Source: an optimization exercise on an open RTL-to-GDS flow (aim: small area and few clock cycles per item). Production flows keep margins and buffers that such runs may drop.
No run shown here included a check of the RTL's function; only the layout flow was run.

## flow/design.v (module list and top-level ports; edited modules follow where they fit)
// module gaze_smoothed_zoom_crop_top: 1373 lines
// module gszc_fa: 4 lines
// module gszc_ha: 4 lines
// module gszc_han: 4 lines
module gaze_smoothed_zoom_crop_top (
	input  wire logic                                 clk,
	input  wire logic                                 arst_n,
	input  wire logic                                 gaze_valid,
	output wire logic                                 gaze_ready,
	input  wire logic signed [gszc_pkg::GAZE_W-1:0]   gaze_x,
	input  wire logic signed [gszc_pkg::GAZE_W-1:0]   gaze_y,
	input  wire logic                                 cfg_valid,
	output wire logic                                 cfg_ready,
	input  wire logic [gszc_pkg::CFG_IDX_W-1:0]       cfg_index,
	input  wire logic [gszc_pkg::CROP_W-1:0]          cfg_data,
	output wire logic                                 result_valid,
	input  wire logic                                 result_ready,
	output logic signed [gszc_pkg::GAZE_W-1:0]        result_center_x,
	output logic signed [gszc_pkg::GAZE_W-1:0]        result_center_y,
	output logic        [gszc_pkg::CROP_W-1:0]        result_crop_width,
	output logic        [gszc_pkg::CROP_W-1:0]        result_crop_height,
	output logic signed [gszc_pkg::CORNER_W-1:0]      result_corner_x,
	output logic signed [gszc_pkg::CORNER_W-1:0]      result_corner_y
);
  // ...
==> flow/run.sh <==
#!/bin/bash
# synth_recipe.tcl (not shown) runs the flow's synth.tcl, then flattens the netlist and writes it again
# the make line also repeats each setting of config.mk as NAME=value (left out here)
make -C /OpenROAD-flow-scripts/flow DESIGN_CONFIG=/design/flow/config.mk WORK_HOME=/design/flow/orfs CLKGATE_MAP_FILE= SYNTH_SCRIPT=/design/flow/synth_recipe.tcl finish
==> flow/config.mk <==
export PLATFORM = sky130hd
export DESIGN_NAME = gaze_smoothed_zoom_crop_top
export DESIGN_NICKNAME = gaze_smoothed_zoom_crop_top
export VERILOG_FILES = /design/flow/design.v
export SDC_FILE = /design/flow/constraint.sdc
export NUM_CORES = 4
export LEC_CHECK = 0
export CAP_MARGIN = 20
export CORE_MARGIN = 2
export CORE_UTILIZATION = 40
export CTS_CLUSTER_DIAMETER = 100
export CTS_CLUSTER_SIZE = 30
export SLEW_MARGIN = 20
export SYNTH_HIERARCHICAL = 1
export SYNTH_MINIMUM_KEEP_SIZE = 0
==> flow/constraint.sdc <==
create_clock -name core_clock -period 9.0 [get_ports {clk}]
set_input_delay 1.8000 -clock core_clock [delete_from_list [all_inputs] [get_ports {clk}]]
set_output_delay 1.8000 -clock core_clock [all_outputs]
set_load 0.01 [all_outputs]
==> run_results.csv, run 1 <==
group,metric,value,unit
cts,clockBufferDepth,3,
floorplan,num_rows,120,
cts,cts_tree,"built",
cts,cts-resized-gates,7,
sta,slew_violations,0,
cts,clkTransAtPathRegs,110,ps
finish,fill_cells,9833,
routing,drt.antenna.violating_nets,0,
synthesis,synth_flop_cell,"edfxtp_1",
routing,num_vias,27500,
sta,finalWorstPathRequiredPeriod,8630,ps
global_route,first_global_vias,28400,
synthesis,synth_edf_count,404,
global_route,grt-busiest-layer,"met2",
synthesis,ys_warn_count,9,
status,status,"finished clean",
floorplan,coreArea,107000,um2
routing,wl_per_cell,17.7,um
finish,multi_input_area_share,55.4,%
sta,fin_crit_sh,95.8,%
setup_path,cp.arrival,9010,ps
finish,clock_buffers,36,
setup_path,cp.required,9380,ps
==> inputs of run 2 (changes only) <==
--- a/flow/design.v
+++ b/flow/design.v
@@ -113,26 +113,183 @@
 			for (int i = 0; i < LEN - 1; i++) begin
 				win_x_q[i] <= win_x_q[i + 1];
 				win_y_q[i] <= win_y_q[i + 1];
 			end
 			win_x_q[LEN - 1] <= gaze_x;
 			win_y_q[LEN - 1] <= gaze_y;
 		end
 	end
+	logic [SW-1:0] sum_x_n, sum_y_n;
+	wire xsum_1, xsum_2;
+	gszc_ha u_xsum_1 (.a(sum_x_q[0]), .b(gaze_x[0]), .s(xsum_1), .co(xsum_2));
+	wire xsum_3, xsum_4;
+	gszc_ha u_xsum_3 (.a(sum_x_q[1]), .b(gaze_x[1]), .s(xsum_3), .co(xsum_4));
+	wire xsum_5, xsum_6;
+	gszc_ha u_xsum_5 (.a(sum_x_q[2]), .b(gaze_x[2]), .s(xsum_5), .co(xsum_6));
+	wire xsum_7, xsum_8;
+	gszc_ha u_xsum_7 (.a(sum_x_q[3]), .b(gaze_x[3]), .s(xsum_7), .co(xsum_8));
+	wire xsum_9, xsum_10;
+	gszc_ha u_xsum_9 (.a(sum_x_q[4]), .b(gaze_x[4]), .s(xsum_9), .co(xsum_10));
+	wire xsum_11, xsum_12;
+	gszc_ha u_xsum_11 (.a(sum_x_q[5]), .b(gaze_x[5]), .s(xsum_11), .co(xsum_12));
+	wire xsum_13, xsum_14;
+	gszc_ha u_xsum_13 (.a(sum_x_q[6]), .b(gaze_x[6]), .s(xsum_13), .co(xsum_14));
+	wire xsum_15, xsum_16;
+	gszc_ha u_xsum_15 (.a(sum_x_q[7]), .b(gaze_x[7]), .s(xsum_15), .co(xsum_16));
+	wire xsum_17, xsum_18;
+	gszc_ha u_xsum_17 (.a(sum_x_q[8]), .b(gaze_x[8]), .s(xsum_17), .co(xsum_18));
+	wire xsum_19, xsum_20;
+	gszc_ha u_xsum_19 (.a(sum_x_q[9]), .b(gaze_x[9]), .s(xsum_19), .co(xsum_20));
+	wire xsum_21, xsum_22;
+	gszc_ha u_xsum_21 (.a(sum_x_q[10]), .b(gaze_x[10]), .s(xsum_21), .co(xsum_22));
+	wire xsum_23, xsum_24;
+	gszc_ha u_xsum_23 (.a(sum_x_q[11]), .b(gaze_x[11]), .s(xsum_23), .co(xsum_24));
+	wire xsum_25, xsum_26;
+	gszc_ha u_xsum_25 (.a(sum_x_q[12]), .b(~gaze_x[12]), .s(xsum_25), .co(xsum_26));
+	wire xsum_27, xsum_28;
+	gszc_ha u_xsum_27 (.a(xsum_1), .b(~(win_x_q[0][0] & drop_old)), .s(xsum_27), .co(xsum_28));
+	wire xsum_29, xsum_30;
+	gszc_fa u_xsum_29 (.a(xsum_3), .b(~(win_x_q[0][1] & drop_old)), .c(xsum_2), .s(xsum_29), .co(xsum_30));
+	wire xsum_31, xsum_32;
+	gszc_fa u_xsum_31 (.a(xsum_5), .b(~(win_x_q[0][2] & drop_old)), .c(xsum_4), .s(xsum_31), .co(xsum_32));
+	wire xsum_33, xsum_34;
+	gszc_fa u_xsum_33 (.a(xsum_7), .b(~(win_x_q[0][3] & drop_old)), .c(xsum_6), .s(xsum_33), .co(xsum_34));
+	wire xsum_35, xsum_36;
+	gszc_fa u_xsum_35 (.a(xsum_9), .b(~(win_x_q[0][4] & drop_old)), .c(xsum_8), .s(xsum_35), .co(xsum_36));
+	wire xsum_37, xsum_38;
+	gszc_fa u_xsum_37 (.a(xsum_11), .b(~(win_x_q[0][5] & drop_old)), .c(xsum_10), .s(xsum_37), .co(xsum_38));
+	wire xsum_39, xsum_40;
+	gszc_fa u_xsum_39 (.a(xsum_13), .b(~(win_x_q[0][6] & drop_old)), .c(xsum_12), .s(xsum_39), .co(xsum_40));
+	wire xsum_41, xsum_42;
+	gszc_fa u_xsum_41 (.a(xsum_15), .b(~(win_x_q[0][7] & drop_old)), .c(xsum_14), .s(xsum_41), .co(xsum_42));
+	wire xsum_43, xsum_44;
+	gszc_fa u_xsum_43 (.a(xsum_17), .b(~(win_x_q[0][8] & drop_old)), .c(xsum_16), .s(xsum_43), .co(xsum_44));
+	wire xsum_45, xsum_46;
+	gszc_fa u_xsum_45 (.a(xsum_19), .b(~(win_x_q[0][9] & drop_old)), .c(xsum_18), .s(xsum_45), .co(xsum_46));
+	wire xsum_47, xsum_48;
+	gszc_fa u_xsum_47 (.a(xsum_21), .b(~(win_x_q[0][10] & drop_old)), .c(xsum_20), .s(xsum_47), .co(xsum_48));
+	wire xsum_49, xsum_50;
+	gszc_fa u_xsum_49 (.a(xsum_23), .b(~(win_x_q[0][11] & drop_old)), .c(xsum_22), .s(xsum_49), .co(xsum_50));
+	wire xsum_51, xsum_52;
+	gszc_fa u_xsum_51 (.a(xsum_25), .b((win_x_q[0][12] & drop_old)), .c(xsum_24), .s(xsum_51), .co(xsum_52));
+	wire xsum_53, xsum_54;
+	gszc_fa u_xsum_53 (.a(sum_x_q[13]), .b(1'b1), .c(xsum_26), .s(xsum_53), .co(xsum_54));
+	wire xsum_55, xsum_56;
+	gszc_ha u_xsum_55 (.a(sum_x_q[14]), .b(1'b1), .s(xsum_55), .co(xsum_56));
+	wire xsum_57, xsum_58;
+	gszc_ha u_xsum_57 (.a(sum_x_q[15]), .b(1'b1), .s(xsum_57), .co(xsum_58));
+	wire xsum_59, xsum_60;
+	gszc_ha u_xsum_59 (.a(sum_x_q[16]), .b(1'b1), .s(xsum_59), .co(xsum_60));
+	wire xsum_61, xsum_62;
+	gszc_ha u_xsum_61 (.a(xsum_27), .b(1'b1), .s(xsum_61), .co(xsum_62));
+	wire xsum_63, xsum_64;
+	gszc_fa u_xsum_63 (.a(xsum_29), .b(xsum_28), .c(xsum_62), .s(xsum_63), .co(xsum_64));
+	wire xsum_65, xsum_66;
+	gszc_fa u_xsum_65 (.a(xsum_31), .b(xsum_30), .c(xsum_64), .s(xsum_65), .co(xsum_66));
+	wire xsum_67, xsum_68;
+	gszc_fa u_xsum_67 (.a(xsum_33), .b(xsum_32), .c(xsum_66), .s(xsum_67), .co(xsum_68));
+	wire xsum_69, xsum_70;
+	gszc_fa u_xsum_69 (.a(xsum_35), .b(xsum_34), .c(xsum_68), .s(xsum_69), .co(xsum_70));
+	wire xsum_71, xsum_72;
+	gszc_fa u_xsum_71 (.a(xsum_37), .b(xsum_36), .c(xsum_70), .s(xsum_71), .co(xsum_72));
+	wire xsum_73, xsum_74;
+	gszc_fa u_xsum_73 (.a(xsum_39), .b(xsum_38), .c(xsum_72), .s(xsum_73), .co(xsum_74));
+	wire xsum_75, xsum_76;
+	gszc_fa u_xsum_75 (.a(xsum_41), .b(xsum_40), .c(xsum_74), .s(xsum_75), .co(xsum_76));
+	wire [9:0] xsum_77 = {1'b0, xsum_59, xsum_57, xsum_55, xsum_53, xsum_51, xsum_49, xsum_47, xsum_45, xsum_43} + {1'b0, xsum_58, xsum_56, xsum_54, xsum_52, xsum_50, xsum_48, xsum_46, xsum_44, xsum_42} + 10'(xsum_76);
+	assign sum_x_n = {xsum_77[8], xsum_77[7], xsum_77[6], xsum_77[5], xsum_77[4], xsum_77[3], xsum_77[2], xsum_77[1], xsum_77[0], xsum_75, xsum_73, xsum_71, xsum_69, xsum_67, xsum_65, xsum_63, xsum_61};
+	wire ysum_1, ysum_2;
+	gszc_ha u_ysum_1 (.a(sum_y_q[0]), .b(gaze_y[0]), .s(ysum_1), .co(ysum_2));
+	wire ysum_3, ysum_4;
+	gszc_ha u_ysum_3 (.a(sum_y_q[1]), .b(gaze_y[1]), .s(ysum_3), .co(ysum_4));
+	wire ysum_5, ysum_6;
+	gszc_ha u_ysum_5 (.a(sum_y_q[2]), .b(gaze_y[2]), .s(ysum_5), .co(ysum_6));
+	wire ysum_7, ysum_8;
+	gszc_ha u_ysum_7 (.a(sum_y_q[3]), .b(gaze_y[3]), .s(ysum_7), .co(ysum_8));
+	wire ysum_9, ysum_10;
+	gszc_ha u_ysum_9 (.a(sum_y_q[4]), .b(gaze_y[4]), .s(ysum_9), .co(ysum_10));
+	wire ysum_11, ysum_12;
+	gszc_ha u_ysum_11 (.a(sum_y_q[5]), .b(gaze_y[5]), .s(ysum_11), .co(ysum_12));
+	wire ysum_13, ysum_14;
+	gszc_ha u_ysum_13 (.a(sum_y_q[6]), .b(gaze_y[6]), .s(ysum_13), .co(ysum_14));
+	wire ysum_15, ysum_16;
+	gszc_ha u_ysum_15 (.a(sum_y_q[7]), .b(gaze_y[7]), .s(ysum_15), .co(ysum_16));
+	wire ysum_17, ysum_18;
+	gszc_ha u_ysum_17 (.a(sum_y_q[8]), .b(gaze_y[8]), .s(ysum_17), .co(ysum_18));
+	wire ysum_19, ysum_20;
+	gszc_ha u_ysum_19 (.a(sum_y_q[9]), .b(gaze_y[9]), .s(ysum_19), .co(ysum_20));
+	wire ysum_21, ysum_22;
+	gszc_ha u_ysum_21 (.a(sum_y_q[10]), .b(gaze_y[10]), .s(ysum_21), .co(ysum_22));
+	wire ysum_23, ysum_24;
+	gszc_ha u_ysum_23 (.a(sum_y_q[11]), .b(gaze_y[11]), .s(ysum_23), .co(ysum_24));
+	wire ysum_25, ysum_26;
+	gszc_ha u_ysum_25 (.a(sum_y_q[12]), .b(~gaze_y[12]), .s(ysum_25), .co(ysum_26));
+	wire ysum_27, ysum_28;
+	gszc_ha u_ysum_27 (.a(ysum_1), .b(~(win_y_q[0][0] & drop_old)), .s(ysum_27), .co(ysum_28));
+	wire ysum_29, ysum_30;
+	gszc_fa u_ysum_29 (.a(ysum_3), .b(~(win_y_q[0][1] & drop_old)), .c(ysum_2), .s(ysum_29), .co(ysum_30));
+	wire ysum_31, ysum_32;
+	gszc_fa u_ysum_31 (.a(ysum_5), .b(~(win_y_q[0][2] & drop_old)), .c(ysum_4), .s(ysum_31), .co(ysum_32));
+	wire ysum_33, ysum_34;
+	gszc_fa u_ysum_33 (.a(ysum_7), .b(~(win_y_q[0][3] & drop_old)), .c(ysum_6), .s(ysum_33), .co(ysum_34));
+	wire ysum_35, ysum_36;
+	gszc_fa u_ysum_35 (.a(ysum_9), .b(~(win_y_q[0][4] & drop_old)), .c(ysum_8), .s(ysum_35), .co(ysum_36));
+	wire ysum_37, ysum_38;
+	gszc_fa u_ysum_37 (.a(ysum_11), .b(~(win_y_q[0][5] & drop_old)), .c(ysum_10), .s(ysum_37), .co(ysum_38));
+	wire ysum_39, ysum_40;
+	gszc_fa u_ysum_39 (.a(ysum_13), .b(~(win_y_q[0][6] & drop_old)), .c(ysum_12), .s(ysum_39), .co(ysum_40));
+	wire ysum_41, ysum_42;
+	gszc_fa u_ysum_41 (.a(ysum_15), .b(~(win_y_q[0][7] & drop_old)), .c(ysum_14), .s(ysum_41), .co(ysum_42));
+	wire ysum_43, ysum_44;
+	gszc_fa u_ysum_43 (.a(ysum_17), .b(~(win_y_q[0][8] & drop_old)), .c(ysum_16), .s(ysum_43), .co(ysum_44));
+	wire ysum_45, ysum_46;
+	gszc_fa u_ysum_45 (.a(ysum_19), .b(~(win_y_q[0][9] & drop_old)), .c(ysum_18), .s(ysum_45), .co(ysum_46));
+	wire ysum_47, ysum_48;
+	gszc_fa u_ysum_47 (.a(ysum_21), .b(~(win_y_q[0][10] & drop_old)), .c(ysum_20), .s(ysum_47), .co(ysum_48));
+	wire ysum_49, ysum_50;
+	gszc_fa u_ysum_49 (.a(ysum_23), .b(~(win_y_q[0][11] & drop_old)), .c(ysum_22), .s(ysum_49), .co(ysum_50));
+	wire ysum_51, ysum_52;
+	gszc_fa u_ysum_51 (.a(ysum_25), .b((win_y_q[0][12] & drop_old)), .c(ysum_24), .s(ysum_51), .co(ysum_52));
+	wire ysum_53, ysum_54;
+	gszc_fa u_ysum_53 (.a(sum_y_q[13]), .b(1'b1), .c(ysum_26), .s(ysum_53), .co(ysum_54));
+	wire ysum_55, ysum_56;
+	gszc_ha u_ysum_55 (.a(sum_y_q[14]), .b(1'b1), .s(ysum_55), .co(ysum_56));
+	wire ysum_57, ysum_58;
+	gszc_ha u_ysum_57 (.a(sum_y_q[15]), .b(1'b1), .s(ysum_57), .co(ysum_58));
+	wire ysum_59, ysum_60;
+	gszc_ha u_ysum_59 (.a(sum_y_q[16]), .b(1'b1), .s(ysum_59), .co(ysum_60));
+	wire ysum_61, ysum_62;
+	gszc_ha u_ysum_61 (.a(ysum_27), .b(1'b1), .s(ysum_61), .co(ysum_62));
+	wire ysum_63, ysum_64;
+	gszc_fa u_ysum_63 (.a(ysum_29), .b(ysum_28), .c(ysum_62), .s(ysum_63), .co(ysum_64));
+	wire ysum_65, ysum_66;
+	gszc_fa u_ysum_65 (.a(ysum_31), .b(ysum_30), .c(ysum_64), .s(ysum_65), .co(ysum_66));
+	wire ysum_67, ysum_68;
+	gszc_fa u_ysum_67 (.a(ysum_33), .b(ysum_32), .c(ysum_66), .s(ysum_67), .co(ysum_68));
+	wire ysum_69, ysum_70;
+	gszc_fa u_ysum_69 (.a(ysum_35), .b(ysum_34), .c(ysum_68), .s(ysum_69), .co(ysum_70));
+	wire ysum_71, ysum_72;
+	gszc_fa u_ysum_71 (.a(ysum_37), .b(ysum_36), .c(ysum_70), .s(ysum_71), .co(ysum_72));
+	wire ysum_73, ysum_74;
+	gszc_fa u_ysum_73 (.a(ysum_39), .b(ysum_38), .c(ysum_72), .s(ysum_73), .co(ysum_74));
+	wire ysum_75, ysum_76;
+	gszc_fa u_ysum_75 (.a(ysum_41), .b(ysum_40), .c(ysum_74), .s(ysum_75), .co(ysum_76));
+	wire [9:0] ysum_77 = {1'b0, ysum_59, ysum_57, ysum_55, ysum_53, ysum_51, ysum_49, ysum_47, ysum_45, ysum_43} + {1'b0, ysum_58, ysum_56, ysum_54, ysum_52, ysum_50, ysum_48, ysum_46, ysum_44, ysum_42} + 10'(ysum_76);
+	assign sum_y_n = {ysum_77[8], ysum_77[7], ysum_77[6], ysum_77[5], ysum_77[4], ysum_77[3], ysum_77[2], ysum_77[1], ysum_77[0], ysum_75, ysum_73, ysum_71, ysum_69, ysum_67, ysum_65, ysum_63, ysum_61};
 	always_ff @(posedge clk or negedge arst_n) begin
 		if (!arst_n) begin
 			sum_x_q <= SBIAS;
 			sum_y_q <= SBIAS;
 			fill_q  <= '0;
 			v_s1    <= 1'b0;
 		end else begin
 			if (acc) begin
-				sum_x_q <= sum_x_q + SW'(gaze_x) - SW'(old_x);
-				sum_y_q <= sum_y_q + SW'(gaze_y) - SW'(old_y);
+				sum_x_q <= sum_x_n;
+				sum_y_q <= sum_y_n;
 				if (!drop_old)
 					fill_q <= fill_q + 1'b1;
 			end
 			if (rdy_s1) v_s1 <= acc && full;
 		end
 	end
 	logic          xng, yng;
 	logic [GW-1:0] qx_a, qy_a;
==> run 2 against run 1 <==
Effect of this change: critical path type unchanged; clock-buffer cell count fell by 2; critical path depth down 6; hold slack got worse by 9.9 ps; first-iteration DRC count fell by 4.9%; sequential share of layout area rose by 0.58 points; still clean; wire length rose by 0.38%; design area fell by 1.8%; register-to-register slack gained 70 ps.
==> run_results.csv, run 2 <==
group,metric,value,unit
status,status,"finished clean",
sta,clock_skew,30.9,ps
routing,drt.antenna.violating_nets,0,
global_route,track_usage,17.7,%
global_route,grt_overflow,0,
setup_path,path_buf_inv,4,
min_path,hp-class,"reg -> reg",
sta,maxSlewHeadroom,25.4,%
finish,syn2layout_area_growth,11.1,%
flow_run,drv_cap,0,
floorplan,die_y,331,um
finish,layout-drive-gt1-share,7.75,%
cts,clkTransAtPathRegs,120,ps
setup_path,crit_path_start,"min_w_q[0]",
floorplan,initial_core_util,40.4,%
routing,num_vias,27100,
routing,drt_iter0_drc,1410,
global_route,first_global_vias,27900,
setup_path,cp-start-kind,"register",
placed_design,hpwl,74.1,mm
placed_design,portBuffers,126,
synthesis,ys_seq_area_share,35.2,%
synthesis,syn_area,42800,um2
sta,fin_crit_sh,95.0,%
floorplan,coreArea,106000,um2
finish,final_nets,4745,
setup_path,cp.arrival,8930,ps
setup_path,crit_slowest_cell,"or4b_4",
synthesis,synth_largest_area_cell,"edfxtp_1",
sta,setup_slack,448,ps
global_route,grt_max_degree,115,
sta,hold_viol_final,0,
floorplan,die_area,110000,um2
cts,cts_htree_levels,1,
finish,top_regs,"win_x_q: 130 flops, win_y_q: 130 flops",
setup_path,timing.rr.start,"min_w_q[0]",
sta,setup_viol,0,
placed_design,gp_congestion,0.869,
cts,ctsHoldBuffers,0,
sta,fmax,117,MHz
placed_design,dpl_cell_area,46400,um2
finish,final_core_util,44.9,%
synthesis,ys_warn_count,11,
finish,final_cell_mix,"561 x fa_1, 461 x nor2_1, 404 x edfxtp_1",
min_path,hp-start,"win_x_q[4][11]",
setup_path,critPathMaxFanout,7,
cts,cts_tree,"built",
synthesis,synthTopCellsByCount,"562 x fa_1, 462 x nor2_1, 404 x edfxtp_1",
synthesis,synth-seq-cells,520,
synthesis,yosysMostFrequentCell,"fa_1",
sta,slew_violations,0,
cts,clkSinkCount,520,
global_route,grt_pass1_wl,153,mm
setup_path,crit_path_end_kind,"register",
finish,final_common_cell,"fa_1",
finish,fin_area,47500,um2
cts,clockBufferDepth,3,
setup_path,cp.required,9370,ps
synthesis,avgSynthCellArea,12.0,um2
routing,wl,95.2,mm
routing,routed_via_density,5.23,
synthesis,synth_flop_cell,"edfxtp_1",
synthesis,synthTopCellsByArea,"edfxtp_1 28%, fa_1 26%, ha_1 11%, dfrtp_1 5.9%, nor2_1 4.1%",
global_route,antenna_found_initial,0,
placed_design,pre_cts_ws,-33.2,ps
floorplan,die_x,331,um
synthesis,synth_edf_count,404,
routing,drc,0,
setup_path,critical_path_class,"reg -> reg",
floorplan,ios,128,
floorplan,num_rows,119,
setup_path,cp_top_family,"compound AO/OA/AOI/OAI gates",
sta,finalWorstPathRequiredPeriod,8550,ps
synthesis,synthDistinctLibCells,91,
sta,worst_slew_pin_slew,1110,ps
finish,antenna_cells,0,
synthesis,yosysTopAreaCellShare,28.4,%
cts,cts_buffers,26,
cts,clk-insertion-delay-late,630,ps
routing,dr.pass1.iters,5,
cts,cts-root-buf,"clkbuf_16",
routing,wl_per_cell,18.4,um
setup_path,critPathMaxStageDelay,560,ps
sta,whs,415,ps
synthesis,synth_cells,3560,
synthesis,async_flop_share,22.3,%
==> run 2: cell families after synthesis <==
kind of cell             count (synthesis)  synth area share, %
adder cells (fa/ha/maj)                936                 37.3
other                                    1              0.00877
buffers and inverters                  296                 2.65
multiplexers                            68                 1.77
flip-flops                             520                 35.2
AO/OA/AOI/OAI                          585                 8.87
AND/OR/NAND/NOR                        930                 9.63
XOR/XNOR                               224                 4.59
==> run 2: layout make-up <==
| class | count | area, um2 |
|---|---|---|
| fill | 9779 | 58200 |
| multi-input combinational | 2787 | 27000 |
| sequential | 520 | 15100 |
| timing repair buffer | 223 | 2000 |
| tap | 1391 | 1740 |
| inverter | 204 | 776 |
| clock buffer | 34 | 702 |
| clock inverter | 14 | 198 |
==> run 2: worst paths after layout <==
check,end,slack [ps],depth (start not counted)
min reg2reg,win_x_q[3][11],420,0
min,win_x_q[3][11],420,0
max reg2reg,cw_s4[9],450,34
max,cw_s4[9],450,34
max in group asynchronous,max_w_q[8],6530,2
min in group asynchronous,sum_x_q[0],1140,1
==> run 2: layer usage <==
| metal | track usage, % | vias up | part of all wire [%] |
|---|---|---|---|
| li1 | - | 12700 | - |
| met5 | 0 | - | 0 |
| met2 | 29.5 | 461 | 48 |
| met4 | 3.04 | 0 | 1.6 |
| met3 | 2.12 | 82 | 3.9 |
| met1 | 25.1 | 13800 | 47 |
==> run 2: repair_timing <==
item,CTS,global route
endpoints found under the setup margin,10,24
resized for setup,2,46
pin swaps,0,19
gates cloned,0,1
buffers inserted,0,6
==> run 2: Yosys stat by module (local to each module, per instance) <==
| module | cells | copies in the design | flip-flops and latches |
|---|---|---|---|
| gszc_fa | 1 | 546 | 0 |
| gszc_ha | 1 | 118 | 0 |
| gaze_smoothed_zoom_crop_top | 2896 | 1 | 520 |
==> run 2: metrics by stage <==
step           cells  TNS [ps]
6_report        5173         0
5_1_grt         5173     -76.3
4_1_cts         5166         0
3_5_place_dp    5118     -33.2
3_3_place_gp    5118         0
2_1_floorplan   3602         0

==> re-timing with driven ports <==
The results above use ideal ports. As a check the final layouts listed here were re-extracted and re-timed, cells and wires unchanged. Step 1 sets driving cells, clkbuf_16 on the clock port and buf_2 on the other inputs (assumed; they add their load-dependent delay and slew). Step 2 also shifts input and output timing later by t, the mid clock arrival at the registers, as if the neighbouring blocks saw the same clock. Three values: ideal, step 1, step 2; two values: the first two.
run	shift t [ns]	setup slack, ns	worst setup path after step 2	cell pins on the clock port's net
run 1	0.695	0.374 / 0.374 / 0.374	register to register	1
run 2	0.684	0.448 / 0.448 / 0.448	register to register	1
After both steps setup and hold are still met in every run listed.
